Context: an optimization exercise on an open-source flow, tuned for small area, a short achievable clock period and few clock cycles per item. The choices shown serve that exercise and are no tape-out recipe.
RTL that was checked went through simulation tests only; none was proved equivalent to the original.
Power and IR drop assume default switching activity.

## mult_stage
module mult_stage
(
  input  logic                            i_clk,
  input  logic                            i_rst,
  input  logic                            FS_rdy,
  output logic                            FS_ack,
  input  logic [32:0]                     i_ctl,
  input  logic [PEROW*DWD-1:0]            i_input,
  input  logic [PEROW*DWD-1:0]            i_weight,
  input  logic [PEROW*PSUMDWD-1:0]        i_psum,
  output logic                            MS_rdy,
  input  logic                            MS_ack,
  output logic [PEROW*PSUMDWD-1:0]        o_prod,
  output logic [PEROW*PSUMDWD-1:0]        o_psum,
  output logic [7:0]                      o_ctl
);
clock: 10.0 ns
lec_check: 0
cap_margin: 20
core_margin: 2
core_utilization: 40
setup_slack_margin: 4.5
slew_margin: 20
tns_end_percent: 10
standard.sh (not shown) runs the stock make flow with config.mk's settings and CLKGATE_MAP_FILE= SYNTH_SCRIPT=/design/flow/synth_recipe.tcl, a recipe that flattens the netlist after the stock synthesis.
==> flow/flow/run.sh <==
#!/bin/bash
# The standard layout, with every port buffered by a minimum-size buffer
# (sky130_fd_sc_hd__buf_1) instead of the delay cell buffer_ports picks by itself.
set -euo pipefail
bash standard.sh "BUFFER_PORTS_ARGS=-buffer_cell sky130_fd_sc_hd__buf_1" finish > standard_make.log 2>&1
Testbench counts at the start, summed over its fixed seeds: cycles 3,208, items 3,200.
Edit:
CORE_UTILIZATION = 35   (was 40)
First-iteration DRC count came out lower by 6.9%.
Die area came out higher by 14%.
Final cell count came out higher by 2.9%.
Critical path depth is unchanged.
Synthesized area is unchanged.
Count of clock-buffer cells in the layout came out higher by 1.
Fmax came out lower by 1.0%.
Hold slack is better by 17 ps.
Edit:
CORE_UTILIZATION = 40   (was 35)
TNS_END_PERCENT = 20   (was 10)
Outcome:
- via count drops by 1.0%
- total power drops by 1.5%
- die area drops by 12%
- setup slack is better by 61 ps
- cell area drops by 0.55%
Edit:
CORE_UTILIZATION = 48   (was 40)
TNS_END_PERCENT = 10   (was 20)
Outcome: Total power came out lower by 2.0%. Synthesized cell count is unchanged. Die area came out lower by 16%. Setup slack gets worse by 97 ps. Final cell count came out lower by 5.3%. Design area came out lower by 1.9%. Clock power came out higher by about 4%. Critical path depth came out higher by 4.

========
## main
mult_stage, a different RTL version from the one above (not shown whole).
Size: about 4300 cells after synthesis, ~0.043 mm2 of cells after synthesis.
==> flow/config.mk <==
export PLATFORM = sky130hd
export DESIGN_NAME = mult_stage
export DESIGN_NICKNAME = mult_stage
export VERILOG_FILES = /design/flow/design.v
export SDC_FILE = /design/flow/constraint.sdc
export NUM_CORES = 4
export LEC_CHECK = 0
export CAP_MARGIN = 20
export CORE_MARGIN = 2
export CORE_UTILIZATION = 40
export SETUP_SLACK_MARGIN = 4.5
export SLEW_MARGIN = 20
export TNS_END_PERCENT = 20
==> flow/constraint.sdc <==
create_clock -name core_clock -period 10.0 [get_ports {i_clk}]
set_input_delay 2.0000 -clock core_clock [delete_from_list [all_inputs] [get_ports {i_clk}]]
set_output_delay 2.0000 -clock core_clock [all_outputs]
set_load 0.01 [all_outputs]
Scripts as last shown in full above: flow/flow/run.sh
Changes in the feature branch relative to main:
# main
export LEC_CHECK = 0
export CAP_MARGIN = 20
export CORE_MARGIN = 2
export CORE_UTILIZATION = 40
export SETUP_SLACK_MARGIN = 4.5
export SLEW_MARGIN = 20
export TNS_END_PERCENT = 20
create_clock -name core_clock -period 10.0 [get_ports {i_clk}]
# the feature branch
export LEC_CHECK = 0
export CAP_MARGIN = 20
export CORE_MARGIN = 2
export CORE_UTILIZATION = 40
export SETUP_SLACK_MARGIN = 4.5
export SLEW_MARGIN = 20
export TNS_END_PERCENT = 0
create_clock -name core_clock -period 10.0 [get_ports {i_clk}]
main → the feature branch: area overhead of the layout relative to synthesis down 0.69 points; total number of vias down 0.61%.
The feature branch leaves more setup margin than main.
No run of this note included a check of the RTL's function; only the layout flow was run.

========
Another version of the RTL of mult_stage (not shown whole).
Size in the first run: ~390 flip-flops, about 44000 µm² of cells after synthesis.
==> flow/config.mk <==
export PLATFORM = sky130hd
export DESIGN_NAME = mult_stage
export DESIGN_NICKNAME = mult_stage
export VERILOG_FILES = /design/flow/design.v
export SDC_FILE = /design/flow/constraint.sdc
export NUM_CORES = 4
export LEC_CHECK = 0
export ABC_AREA = 1
export CAP_MARGIN = 20
export CORE_MARGIN = 2
export CORE_UTILIZATION = 40
export CTS_BUF_LIST = sky130_fd_sc_hd__clkbuf_4 sky130_fd_sc_hd__clkbuf_8
export SETUP_SLACK_MARGIN = 4.5
export SLEW_MARGIN = 20
==> flow/constraint.sdc <==
create_clock -name core_clock -period 10.0 [get_ports {i_clk}]
set_input_delay 2.0000 -clock core_clock [delete_from_list [all_inputs] [get_ports {i_clk}]]
set_output_delay 2.0000 -clock core_clock [all_outputs]
set_load 0.01 [all_outputs]
Scripts as last shown in full above: flow/flow/run.sh
The starting point completed with no timing, DRC or antenna violations.
Edit:
ABC_AREA = default   (was 1)
CTS_BUF_LIST = default   (was sky130_fd_sc_hd__clkbuf_4 sky130_fd_sc_hd__clkbuf_8)
TNS_END_PERCENT = 0   (was default)
Effect: Power goes down by 1.2%; cell count goes down by 20%; sequential share of layout area increases by 1.7 points; via count shrinks by 17%; synthesized cell count falls by 23%; routed wire length drops by 13%.
Edit:
SETUP_SLACK_MARGIN = 5.0   (was 4.5)
Sequential power stays flat. Die area does not change. Setup slack stays the same. Total power does not change. Fmax is unchanged.
Edit:
SETUP_SLACK_MARGIN = 4.5   (was 5.0)
TNS_END_PERCENT = 20   (was 0)
Synthesized area stays the same. Clock power hardly moves. Wire length climbs by 0.55%. Final area came out higher by 1.9%. Setup slack improves by 0.054 ns. Core utilization rises by 0.85 points. Via count rose by 0.63%. Global-route usage climbs by 0.16 points. Fmax grows by 0.93%. Sequential power barely changes. Cell count came out higher by 0.99%.
No functional check of the RTL was part of any run of this note.

========
Another version of the RTL of mult_stage (not shown whole).
Size: ~560 I/O pins, ~0.042 mm² of cells after synthesis.
==> flow/config.mk <==
export PLATFORM = sky130hd
export DESIGN_NAME = mult_stage
export DESIGN_NICKNAME = mult_stage
export VERILOG_FILES = /design/flow/design.v
export SDC_FILE = /design/flow/constraint.sdc
export NUM_CORES = 4
export LEC_CHECK = 0
export CAP_MARGIN = 5
export CORE_MARGIN = 2
export CORE_UTILIZATION = 40
export SETUP_SLACK_MARGIN = 4.5
export SLEW_MARGIN = 5
export TNS_END_PERCENT = 20
==> flow/constraint.sdc <==
create_clock -name core_clock -period 10.0 [get_ports {i_clk}]
set_input_delay 2.0000 -clock core_clock [delete_from_list [all_inputs] [get_ports {i_clk}]]
set_output_delay 2.0000 -clock core_clock [all_outputs]
set_load 0.01 [all_outputs]
Scripts as last shown in full above: flow/flow/run.sh
Testbench counts at the start, summed over its fixed seeds: cycles 3,208, items 3,200.
Then changed:
Settings changed: CAP_MARGIN 5 to 20, SLEW_MARGIN 5 to 20, TNS_END_PERCENT 20 to 0.
Outcome: The changed run passed the timing, DRC and antenna checks. Worst hold slack gets worse by 47 ps. Synthesized cell count is unchanged. Cell area decreases by 2.2%. Sequential power is about the same. Power decreases by 4.2%. Via count decreases by 0.38%. Global-route usage decreases by 0.49 points. Worst setup slack gets worse by 150 ps.
Then changed:
Settings changed: SETUP_SLACK_MARGIN 4.5 to 4.8, TNS_END_PERCENT 0 to 20.
The new run passed the timing, DRC and antenna checks.
Total power increases by a few percent.
Worst setup slack gets better by 120 ps.
Cell area increases by a few percent.
Critical path depth decreases by 1.
Worst hold slack gets better by 17 ps.
Non-clock buffer count increases by 168.
Then changed:
Settings changed: PLACE_DENSITY from default to 0.7, SETUP_SLACK_MARGIN 4.8 to 4.5.
Outcome:
- cell count drops by 1.5%
- fmax climbs by 0.77%
- routed wire length climbs by 1.1%
- via count climbs by 0.33%
- total power drops by 3.2%
- synthesized area stays the same
Then changed:
Settings changed: PLACE_DENSITY 0.7 to default.
Effect:
- The changed run went through all stages and came out clean
- via count went down by a few percent
- clock-buffer cell count climbs by 5
- non-clock buffer count is lower by 12

afterwards: timing with drivers on the ports:
Ports are ideal in the flow. The routed layouts listed here were re-timed in OpenROAD. Step 1 sets driving cells, clkbuf_16 on the clock port and buf_2 on the other inputs (assumed; they add their load-dependent delay and slew). Step 2, shift: input delay + t, output delay - t, t = (earliest + latest rising clock arrival at the registers) / 2. This alone moves slack from input paths to output paths. a / b / c = ideal / step 1 / step 2; a / b = the first two.
run | t (ns) | slack for setup (ns) | worst hold slack (ns) | worst setup path after step 2 | latest minus earliest clock arrival (ns)
the first run of note 1 | 0.694 | 4.237 / 4.172 / 3.655 | 0.554 / 0.554 / 0.554 | input to register | 0.044 / 0.044
the second run of note 1 | 0.703 | 4.177 / 4.114 / 3.698 | 0.571 / 0.571 / 0.571 | input to register | 0.030 / 0.030
the third run of note 1 | 0.697 | 4.239 / 4.172 / 3.661 | 0.554 / 0.554 / 0.554 | input to register | 0.044 / 0.045
the fourth run of note 1 | 0.661 | 4.142 / 4.069 / 3.608 | 0.574 / 0.574 / 0.574 | input to register | 0.028 / 0.027
main | 0.707 | 4.416 / 4.369 / 3.662 | 0.976 / 0.976 / 0.976 | input to register | 0.025 / 0.026
the feature branch | 0.708 | 4.426 / 4.380 / 3.673 | 0.971 / 0.971 / 0.971 | input to register | 0.025 / 0.025
the first run of note 3 | 0.821 | 4.479 / 4.522 / 3.701 | 0.523 / 0.523 / 0.523 | input to register | 0.054 / 0.054
the second run of note 3 | 0.688 | 4.165 / 4.102 / 3.464 | 0.565 / 0.565 / 0.565 | input to register | 0.032 / 0.032
the third run of note 3 | 0.688 | 4.165 / 4.102 / 3.464 | 0.565 / 0.565 / 0.565 | input to register | 0.032 / 0.032
the fourth run of note 3 | 0.690 | 4.219 / 4.152 / 3.668 | 0.576 / 0.576 / 0.576 | input to register | 0.026 / 0.027
the first run of note 4 | 0.698 | 4.379 / 4.320 / 3.736 | 0.620 / 0.620 / 0.620 | input to register | 0.022 / 0.022
the second run of note 4 | 0.693 | 4.233 / 4.266 / 3.579 | 0.572 / 0.572 / 0.572 | input to register | 0.028 / 0.028
the third run of note 4 | 0.698 | 4.352 / 4.292 / 3.836 | 0.590 / 0.590 / 0.590 | input to register | 0.038 / 0.038
the fourth run of note 4 | 0.693 | 4.395 / 4.374 / 3.727 | 0.563 / 0.563 / 0.563 | input to register | 0.030 / 0.030
the fifth run of note 4 | 0.698 | 4.354 / 4.293 / 3.743 | 0.590 / 0.590 / 0.590 | input to register | 0.041 / 0.041
After both steps every run listed still meets setup and hold. For the first run of note 3, which loses most, drivers alone change the setup slack by +0.043 ns; drivers and shift together by -0.778 ns.
